Source: an optimization exercise on an open RTL-to-GDS flow (aim: small area). Production flows keep margins and buffers that such runs may drop.
Only simulation tests tie the RTL to the original design; equivalence was not proved.
Power figures rest on the tool's default switching activity, not on a simulated workload.

==> v17 <==
==> flow/design.v <==
`default_nettype none
module wb_regfile #(
  parameter int DATA_W = 32,
  parameter int ADDR_W = 5,
  parameter int DEPTH  = 32
) (
  input  logic              clk,
  input  logic              rst,
  input  logic [1:0]        wbIn,
  input  logic [DATA_W-1:0] readDataIn,
  input  logic [DATA_W-1:0] resultIn,
  input  logic [ADDR_W-1:0] registerRdIn,
  input  logic [ADDR_W-1:0] readReg1,
  input  logic [ADDR_W-1:0] readReg2,
  output logic [DATA_W-1:0] readData1,
  output logic [DATA_W-1:0] readData2,
  output logic [DATA_W-1:0] wbData,
  output logic              wbEnable,
  output logic [31:0]       writeCount
);
  logic [DATA_W-1:0] regs_q [1:DEPTH-1];
  logic              phase;
  logic [31:0]       write_count;
  logic [DATA_W-1:0] wb_data;
  logic              wb_enable;
  logic [DATA_W-1:0] col;
  logic [DEPTH-1:1]  wr_dec;
  logic [DEPTH-1:1]  row_sel;
  logic [DEPTH-1:1]  row_sel_n;
  always_comb begin
    wb_data   = wbIn[0] ? readDataIn : resultIn;
    wb_enable = wbIn[1] && (registerRdIn != '0) && rst;
  end
  always_comb begin
    col = rst ? (wb_data ^ {DATA_W{phase}}) : '1;
    for (int i = 1; i < DEPTH; i++) begin
      wr_dec[i]    = wbIn[1] && rst && (registerRdIn == i[ADDR_W-1:0]);
      row_sel[i]   = wr_dec[i] || !rst;
      row_sel_n[i] = !row_sel[i];
    end
  end
  always_ff @(posedge clk) begin
    phase <= rst ? !phase : 1'b0;
  end
  for (genvar i = 1; i < DEPTH; i++) begin : g_row
    wb_regfile_row #(.DATA_W(DATA_W)) u_row (
      .clk   (clk),
      .sel   (row_sel[i]),
      .sel_n (row_sel_n[i]),
      .col   (col),
      .q     (regs_q[i])
    );
  end
  always_ff @(posedge clk) begin
    write_count <= rst ? (write_count + {31'd0, wb_enable}) : 32'd0;
  end
  localparam int NIN = DEPTH + 1;
  logic [NIN-1:0][DATA_W-1:0] rd_in;
  logic [NIN-1:0]             rd_sel1, rd_sel2;
  always_comb begin
    rd_in[0] = {DATA_W{phase}};
    for (int i = 1; i < DEPTH; i++) rd_in[i] = regs_q[i];
    rd_in[DEPTH] = col;
  end
  function automatic logic [NIN-1:0] read_sel(input logic [ADDR_W-1:0] ra);
    read_sel[0] = (ra == '0);
    for (int i = 1; i < DEPTH; i++) read_sel[i] = (ra == i[ADDR_W-1:0]) && !wr_dec[i];
    read_sel[DEPTH] = wb_enable && (ra == registerRdIn);
  endfunction
  always_comb begin
    rd_sel1 = read_sel(readReg1);
    rd_sel2 = read_sel(readReg2);
  end
  wb_regfile_rdmux #(.DATA_W(DATA_W), .N(NIN)) u_rd1 (
    .sel(rd_sel1), .d(rd_in), .inv(phase), .y(readData1)
  );
  wb_regfile_rdmux #(.DATA_W(DATA_W), .N(NIN)) u_rd2 (
    .sel(rd_sel2), .d(rd_in), .inv(phase), .y(readData2)
  );
  assign wbData     = wb_data;
  assign wbEnable   = wb_enable;
  assign writeCount = write_count;
endmodule
module wb_regfile_row #(
  parameter int DATA_W = 32
) (
  input  logic              clk,
  input  logic              sel,
  input  logic              sel_n,
  input  logic [DATA_W-1:0] col,
  output logic [DATA_W-1:0] q
);
  always_ff @(posedge clk) begin
    q <= ~((q | {DATA_W{sel}}) & ({DATA_W{sel_n}} | col));
  end
endmodule
module wb_regfile_rdmux #(
  parameter int DATA_W = 32,
  parameter int N      = 33
) (
  input  logic [N-1:0]             sel,
  input  logic [N-1:0][DATA_W-1:0] d,
  input  logic                     inv,
  output logic [DATA_W-1:0]        y
);
  for (genvar b = 0; b < DATA_W; b++) begin : g_bit
    logic [N-1:0] col_bits;
    for (genvar i = 0; i < N; i++) begin : g_in
      assign col_bits[i] = d[i][b];
    end
    wb_regfile_rdbit #(.N(N)) u_bit (
      .sel(sel), .d(col_bits), .inv(inv), .y(y[b])
    );
  end
endmodule
module wb_regfile_rdbit #(
  parameter int N = 33
) (
  input  logic [N-1:0] sel,
  input  logic [N-1:0] d,
  input  logic         inv,
  output logic         y
);
  localparam int NT = (N + 2) / 3;
  logic [NT-1:0] t_n;
  for (genvar k = 0; k < NT; k++) begin : g_term
    if (3 * k + 2 < N) begin : g_3
      wb_regfile_aoi222 u_aoi (
        .a0(sel[3*k]),   .b0(d[3*k]),
        .a1(sel[3*k+1]), .b1(d[3*k+1]),
        .a2(sel[3*k+2]), .b2(d[3*k+2]),
        .y_n(t_n[k])
      );
    end else if (3 * k + 1 < N) begin : g_2
      assign t_n[k] = ~((sel[3*k] & d[3*k]) | (sel[3*k+1] & d[3*k+1]));
    end else begin : g_1
      assign t_n[k] = ~(sel[3*k] & d[3*k]);
    end
  end
  assign y = ~(&t_n) ^ inv;
endmodule
module wb_regfile_aoi222 (
  input  logic a0, b0, a1, b1, a2, b2,
  output logic y_n
);
  assign y_n = ~((a0 & b0) | (a1 & b1) | (a2 & b2));
endmodule
`default_nettype wire
==> flow/flow/run.sh <==
#!/bin/bash
# Own layout flow: the standard flow (standard.sh), with two changes:
#  - port buffers are the small sky130_fd_sc_hd__buf_1 instead of the cell
#    buffer_ports picks by default (every port still gets its own buffer);
#  - clock tree synthesis does not add dummy loads.
# Synthesis is the standard synthesis, unchanged. Each step's full output is
# written to its own log file in this folder.
set -euo pipefail
cd "$(dirname "$0")/.."

export BUFFER_PORTS_ARGS="-buffer_cell sky130_fd_sc_hd__buf_1"
export CTS_ARGS="-sink_clustering_enable -repair_clock_nets -dont_use_dummy_load -buf_list {sky130_fd_sc_hd__clkbuf_4 sky130_fd_sc_hd__clkbuf_8}"

bash standard.sh synth > synth.log 2>&1
bash standard.sh floorplan > floorplan.log 2>&1
bash standard.sh place > place.log 2>&1
bash standard.sh cts > cts.log 2>&1
bash standard.sh route > route.log 2>&1
bash standard.sh finish > finish.log 2>&1
==> flow/standard.sh <==
#!/bin/bash
# synth_recipe.tcl (not shown) runs the flow's synth.tcl, then flattens the netlist and writes it again
# the make line also repeats each setting of config.mk as NAME=value (left out here)
make -C /OpenROAD-flow-scripts/flow DESIGN_CONFIG=/design/flow/config.mk WORK_HOME=/design/flow/orfs CLKGATE_MAP_FILE= SYNTH_SCRIPT=/design/flow/synth_recipe.tcl "${@:-finish}"
==> flow/config.mk <==
export PLATFORM = sky130hd
export DESIGN_NAME = wb_regfile
export DESIGN_NICKNAME = wb_regfile
export VERILOG_FILES = /design/flow/design.v
export SDC_FILE = /design/flow/constraint.sdc
export NUM_CORES = 4
export LEC_CHECK = 0
export CAP_MARGIN = 20
export CORE_MARGIN = 2
export CORE_UTILIZATION = 40
export SLEW_MARGIN = 20
export SYNTH_HIERARCHICAL = 1
==> flow/constraint.sdc <==
create_clock -name core_clock -period 6.0 [get_ports {clk}]
set_input_delay 1.2000 -clock core_clock [delete_from_list [all_inputs] [get_ports {clk}]]
set_output_delay 1.2000 -clock core_clock [all_outputs]
set_load 0.01 [all_outputs]
==> inputs of v9, as changes to v17 <==
==> flow/design.v, changed modules only <==
module wb_regfile #(
  parameter int DATA_W = 32,
  parameter int ADDR_W = 5,
  parameter int DEPTH  = 32
) (
  input  logic              clk,
  input  logic              rst,
  input  logic [1:0]        wbIn,
  input  logic [DATA_W-1:0] readDataIn,
  input  logic [DATA_W-1:0] resultIn,
  input  logic [ADDR_W-1:0] registerRdIn,
  input  logic [ADDR_W-1:0] readReg1,
  input  logic [ADDR_W-1:0] readReg2,
  output logic [DATA_W-1:0] readData1,
  output logic [DATA_W-1:0] readData2,
  output logic [DATA_W-1:0] wbData,
  output logic              wbEnable,
  output logic [31:0]       writeCount
);
  localparam logic [ADDR_W-1:0] ZERO_IDX = '0;
  logic [DATA_W-1:0] regs [DEPTH];
  logic [31:0]       write_count;
  logic [DATA_W-1:0] wb_data;
  logic              wb_enable;
  always_comb begin
    wb_data   = wbIn[0] ? readDataIn : resultIn;
    wb_enable = wbIn[1] && (registerRdIn != ZERO_IDX) && rst;
  end
  always_ff @(posedge clk) begin
    if (!rst) begin
      for (int i = 0; i < DEPTH; i++) begin
        regs[i] <= '0;
      end
      write_count <= '0;
    end else if (wb_enable) begin
      regs[registerRdIn] <= wb_data;
      write_count        <= write_count + 32'd1;
    end
  end
  always_comb begin
    if (readReg1 == ZERO_IDX) begin
      readData1 = '0;
    end else if (wb_enable && (readReg1 == registerRdIn)) begin
      readData1 = wb_data;
    end else begin
      readData1 = regs[readReg1];
    end
    if (readReg2 == ZERO_IDX) begin
      readData2 = '0;
    end else if (wb_enable && (readReg2 == registerRdIn)) begin
      readData2 = wb_data;
    end else begin
      readData2 = regs[readReg2];
    end
  end
  assign wbData     = wb_data;
  assign wbEnable   = wb_enable;
  assign writeCount = write_count;
endmodule
// module wb_regfile_row removed
// module wb_regfile_rdmux removed
// module wb_regfile_rdbit removed
// module wb_regfile_aoi222 removed
==> flow/run.sh (new file) <==
#!/bin/bash
# synth_recipe.tcl (not shown) runs the flow's synth.tcl, then flattens the netlist and writes it again
# the make line also repeats each setting of config.mk as NAME=value (left out here)
make -C /OpenROAD-flow-scripts/flow DESIGN_CONFIG=/design/flow/config.mk WORK_HOME=/design/flow/orfs CLKGATE_MAP_FILE= SYNTH_SCRIPT=/design/flow/synth_recipe.tcl finish
- SYNTH_HIERARCHICAL: 1 -> unset
removed: flow/flow/run.sh
removed: flow/standard.sh
==> inputs of v14, as changes to v17 <==
==> flow/design.v, changed modules only <==
module wb_regfile #(
  parameter int DATA_W = 32,
  parameter int ADDR_W = 5,
  parameter int DEPTH  = 32
) (
  input  logic              clk,
  input  logic              rst,
  input  logic [1:0]        wbIn,
  input  logic [DATA_W-1:0] readDataIn,
  input  logic [DATA_W-1:0] resultIn,
  input  logic [ADDR_W-1:0] registerRdIn,
  input  logic [ADDR_W-1:0] readReg1,
  input  logic [ADDR_W-1:0] readReg2,
  output logic [DATA_W-1:0] readData1,
  output logic [DATA_W-1:0] readData2,
  output logic [DATA_W-1:0] wbData,
  output logic              wbEnable,
  output logic [31:0]       writeCount
);
  logic [DATA_W-1:0] regs_q [1:DEPTH-1];
  logic              phase;
  logic [31:0]       write_count;
  logic [DATA_W-1:0] wb_data;
  logic              wb_enable;
  logic [DATA_W-1:0] col;
  logic [DEPTH-1:1]  wr_dec;
  logic [DEPTH-1:1]  row_sel;
  logic [DEPTH-1:1]  row_sel_n;
  always_comb begin
    wb_data   = wbIn[0] ? readDataIn : resultIn;
    wb_enable = wbIn[1] && (registerRdIn != '0) && rst;
  end
  logic [3:0] wr_lo;
  logic [7:0] wr_hi;
  wb_regfile_predec #(.W(2)) u_wr_lo (
    .a(registerRdIn[1:0]), .en(wbIn[1]), .y(wr_lo)
  );
  wb_regfile_predec #(.W(3)) u_wr_hi (
    .a(registerRdIn[4:2]), .en(rst), .y(wr_hi)
  );
  always_comb begin
    col = rst ? (wb_data ^ {DATA_W{phase}}) : '1;
    for (int i = 1; i < DEPTH; i++) begin
      wr_dec[i]    = wr_lo[i % 4] && wr_hi[i / 4];
      row_sel[i]   = wr_dec[i] || !rst;
      row_sel_n[i] = !row_sel[i];
    end
  end
  always_ff @(posedge clk) begin
    phase <= rst ? !phase : 1'b0;
  end
  for (genvar i = 1; i < DEPTH; i++) begin : g_row
    wb_regfile_row #(.DATA_W(DATA_W)) u_row (
      .clk   (clk),
      .sel   (row_sel[i]),
      .sel_n (row_sel_n[i]),
      .col   (col),
      .q     (regs_q[i])
    );
  end
  always_ff @(posedge clk) begin
    write_count <= rst ? (write_count + {31'd0, wb_enable}) : 32'd0;
  end
  localparam int NIN = DEPTH + 1;
  logic [NIN-1:0][DATA_W-1:0] rd_in;
  logic [NIN-1:0]             rd_sel1, rd_sel2;
  always_comb begin
    rd_in[0] = {DATA_W{phase}};
    for (int i = 1; i < DEPTH; i++) rd_in[i] = regs_q[i];
    rd_in[DEPTH] = col;
  end
  wb_regfile_rdsel u_sel1 (
    .ra(readReg1), .wr_lo(wr_lo), .wr_hi(wr_hi),
    .byp(wb_enable && (readReg1 == registerRdIn)), .sel(rd_sel1)
  );
  wb_regfile_rdsel u_sel2 (
    .ra(readReg2), .wr_lo(wr_lo), .wr_hi(wr_hi),
    .byp(wb_enable && (readReg2 == registerRdIn)), .sel(rd_sel2)
  );
  wb_regfile_rdmux #(.DATA_W(DATA_W), .N(NIN)) u_rd1 (
    .sel(rd_sel1), .d(rd_in), .inv(phase), .y(readData1)
  );
  wb_regfile_rdmux #(.DATA_W(DATA_W), .N(NIN)) u_rd2 (
    .sel(rd_sel2), .d(rd_in), .inv(phase), .y(readData2)
  );
  assign wbData     = wb_data;
  assign wbEnable   = wb_enable;
  assign writeCount = write_count;
endmodule
module wb_regfile_predec #(
  parameter int W = 2
) (
  input  logic [W-1:0]      a,
  input  logic              en,
  output logic [(1<<W)-1:0] y
);
  always_comb begin
    for (int j = 0; j < (1 << W); j++) y[j] = en && (a == j[W-1:0]);
  end
endmodule
module wb_regfile_dec #(
  parameter int W = 2
) (
  input  logic [W-1:0]      a,
  output logic [(1<<W)-1:0] y
);
  always_comb begin
    for (int j = 0; j < (1 << W); j++) y[j] = (a == j[W-1:0]);
  end
endmodule
module wb_regfile_rdsel (
  input  logic [4:0]  ra,
  input  logic [3:0]  wr_lo,
  input  logic [7:0]  wr_hi,
  input  logic        byp,
  output logic [32:0] sel
);
  logic [3:0] ra_lo;
  logic [7:0] ra_hi;
  wb_regfile_dec #(.W(2)) u_lo (.a(ra[1:0]), .y(ra_lo));
  wb_regfile_dec #(.W(3)) u_hi (.a(ra[4:2]), .y(ra_hi));
  assign sel[0] = ra_lo[0] && ra_hi[0];
  for (genvar i = 1; i < 32; i++) begin : g_sel
    wb_regfile_selgate u_g (
      .a_lo(ra_lo[i % 4]), .a_hi(ra_hi[i / 4]),
      .w_lo(wr_lo[i % 4]), .w_hi(wr_hi[i / 4]),
      .y(sel[i])
    );
  end
  assign sel[32] = byp;
endmodule
module wb_regfile_selgate (
  input  logic a_lo, a_hi, w_lo, w_hi,
  output logic y
);
  assign y = a_lo && a_hi && !(w_lo && w_hi);
endmodule
module wb_regfile_rdbit #(
  parameter int N = 33
) (
  input  logic [N-1:0] sel,
  input  logic [N-1:0] d,
  input  logic         inv,
  output logic         y
);
  localparam int NT = (N + 2) / 3;
  logic [NT-1:0] t_n;
  for (genvar k = 0; k < NT; k++) begin : g_term
    if (3 * k + 2 < N) begin : g_3
      wb_regfile_aoi222 u_aoi (
        .a0(sel[3*k]),   .b0(d[3*k]),
        .a1(sel[3*k+1]), .b1(d[3*k+1]),
        .a2(sel[3*k+2]), .b2(d[3*k+2]),
        .y_n(t_n[k])
      );
    end else if (3 * k + 1 < N) begin : g_2
      assign t_n[k] = ~((sel[3*k] & d[3*k]) | (sel[3*k+1] & d[3*k+1]));
    end else begin : g_1
      assign t_n[k] = ~(sel[3*k] & d[3*k]);
    end
  end
  logic [2:0] p;
  assign p[0] = ~(&t_n[3:0]);
  assign p[1] = ~(&t_n[7:4]);
  assign p[2] = ~(&t_n[NT-1:8]);
  logic any;
  wb_regfile_or3 u_or (.a(p[0]), .b(p[1]), .c(p[2]), .y(any));
  assign y = any ^ inv;
endmodule
module wb_regfile_or3 (
  input  logic a, b, c,
  output logic y
);
  assign y = a | b | c;
endmodule
--- a/flow/flow/run.sh
+++ b/flow/flow/run.sh
@@ -10,5 +10,5 @@
 
 export BUFFER_PORTS_ARGS="-buffer_cell sky130_fd_sc_hd__buf_1"
-export CTS_ARGS="-sink_clustering_enable -repair_clock_nets -dont_use_dummy_load -buf_list {sky130_fd_sc_hd__clkbuf_4 sky130_fd_sc_hd__clkbuf_8}"
+export CTS_ARGS="-sink_clustering_enable -repair_clock_nets -dont_use_dummy_load -sink_clustering_size 8 -sink_clustering_max_diameter 40 -buf_list {sky130_fd_sc_hd__clkbuf_4}"
 
 bash standard.sh synth > synth.log 2>&1
- CELL_PAD_IN_SITES_DETAIL_PLACEMENT: unset -> 1
- CELL_PAD_IN_SITES_GLOBAL_PLACEMENT: unset -> 1
- SETUP_SLACK_MARGIN: unset -> 0.3
==> notes.md <==
v17 finished but failed the layout checks on setup timing. v14 completed with no timing, DRC or antenna violations. v9 finished with timing, DRC and antenna clean.
The highest cell count belongs to v9, the lowest to v17.
Worst hold slack: v17 < v14 < v9.
Sequential power: v14 is lower than v9 (2.5%).
Register-to-register slack: v14 is lower than v9 (0.23 ns).
Non-clock buffer count: v17 < v9 < v14.
Against v14, the via count of v9 is smaller by about 10%.
Synthesized cell count: v9 > v14 > v17.
==> figures <==
metric                                                                        v14                       v9                       v17
Launch point of the critical path                                 registerRdIn[1]                  wbIn[1]           registerRdIn[2]
NumNets Final                                                                4269                     4413                      4203
Antenna diode count                                                             9                        2                         5
Share of total power in sequential cells                                    0.572                    0.478                     0.524
Fmax                                                                    0.171 GHz                0.174 GHz                 0.165 GHz
Post-synthesis simple-gate area fraction                                   0.0710                    0.111                    0.0771
Total instance count after detailed placement                                5345                     6006                      5243
First-pass GRT wire length                                              302000 µm                288000 µm                 263000 µm
Critical-path maximum fanout                                                   17                       58                        17
Seq/Total Area, Yosys                                                       0.505                    0.570                     0.507
Fraction of synthesized cell area in xor and xnor cells                    0.0254                  0.00445                    0.0253
Most numerous cell in the Yosys netlist                  sky130_fd_sc_hd__dfxtp_1  sky130_fd_sc_hd__nor2_1  sky130_fd_sc_hd__dfxtp_1
Setup slack after layout                                                 0.169 ns                 0.237 ns                -0.0589 ns
Status                                           no timing/DRC/antenna violations  no timing/DRC/antenna violations           failed layout checks
Layout check failures                                                           -                        -              setup timing
Transition time at the pin with the least slew margin                     1.29 ns                  1.17 ns                   1.09 ns

## re-timing with driven ports
The results above use ideal ports. As a check the final layouts listed here were re-extracted and re-timed, cells and wires unchanged. Step 1 (the two cells are an assumption about what drives the block):
set clk [get_ports {clk}]
set_driving_cell -lib_cell sky130_fd_sc_hd__clkbuf_16 $clk
set_driving_cell -lib_cell sky130_fd_sc_hd__buf_2 [delete_from_list [all_inputs] $clk]
Step 2 moves the port delays by t, midway between the first and last clock arrival at a register: inputs arrive t later, outputs are due t later. That takes back most of the time a late clock gives input paths. a / b / c = no drivers / after step 1 / after step 2; a / b = the first two.
run	shift t [ns]	setup WS [ns]	worst hold slack (ns)	slew at the worst register clock pin (ns)	worst data-port slew with drivers (ns)
v17	0.902	-0.059 / -0.081 / -0.081	0.467 / 0.467 / 0.467	0.07 / 0.07	0.04
v9	0.786	0.237 / 0.205 / 0.205	0.508 / 0.508 / 0.508	0.07 / 0.07	0.06
v14	1.157	0.169 / 0.122 / 0.122	0.472 / 0.472 / 0.472	0.10 / 0.10	0.05
For v14, which loses most, drivers alone change the setup slack by -0.047 ns; drivers and shift together by -0.047 ns.
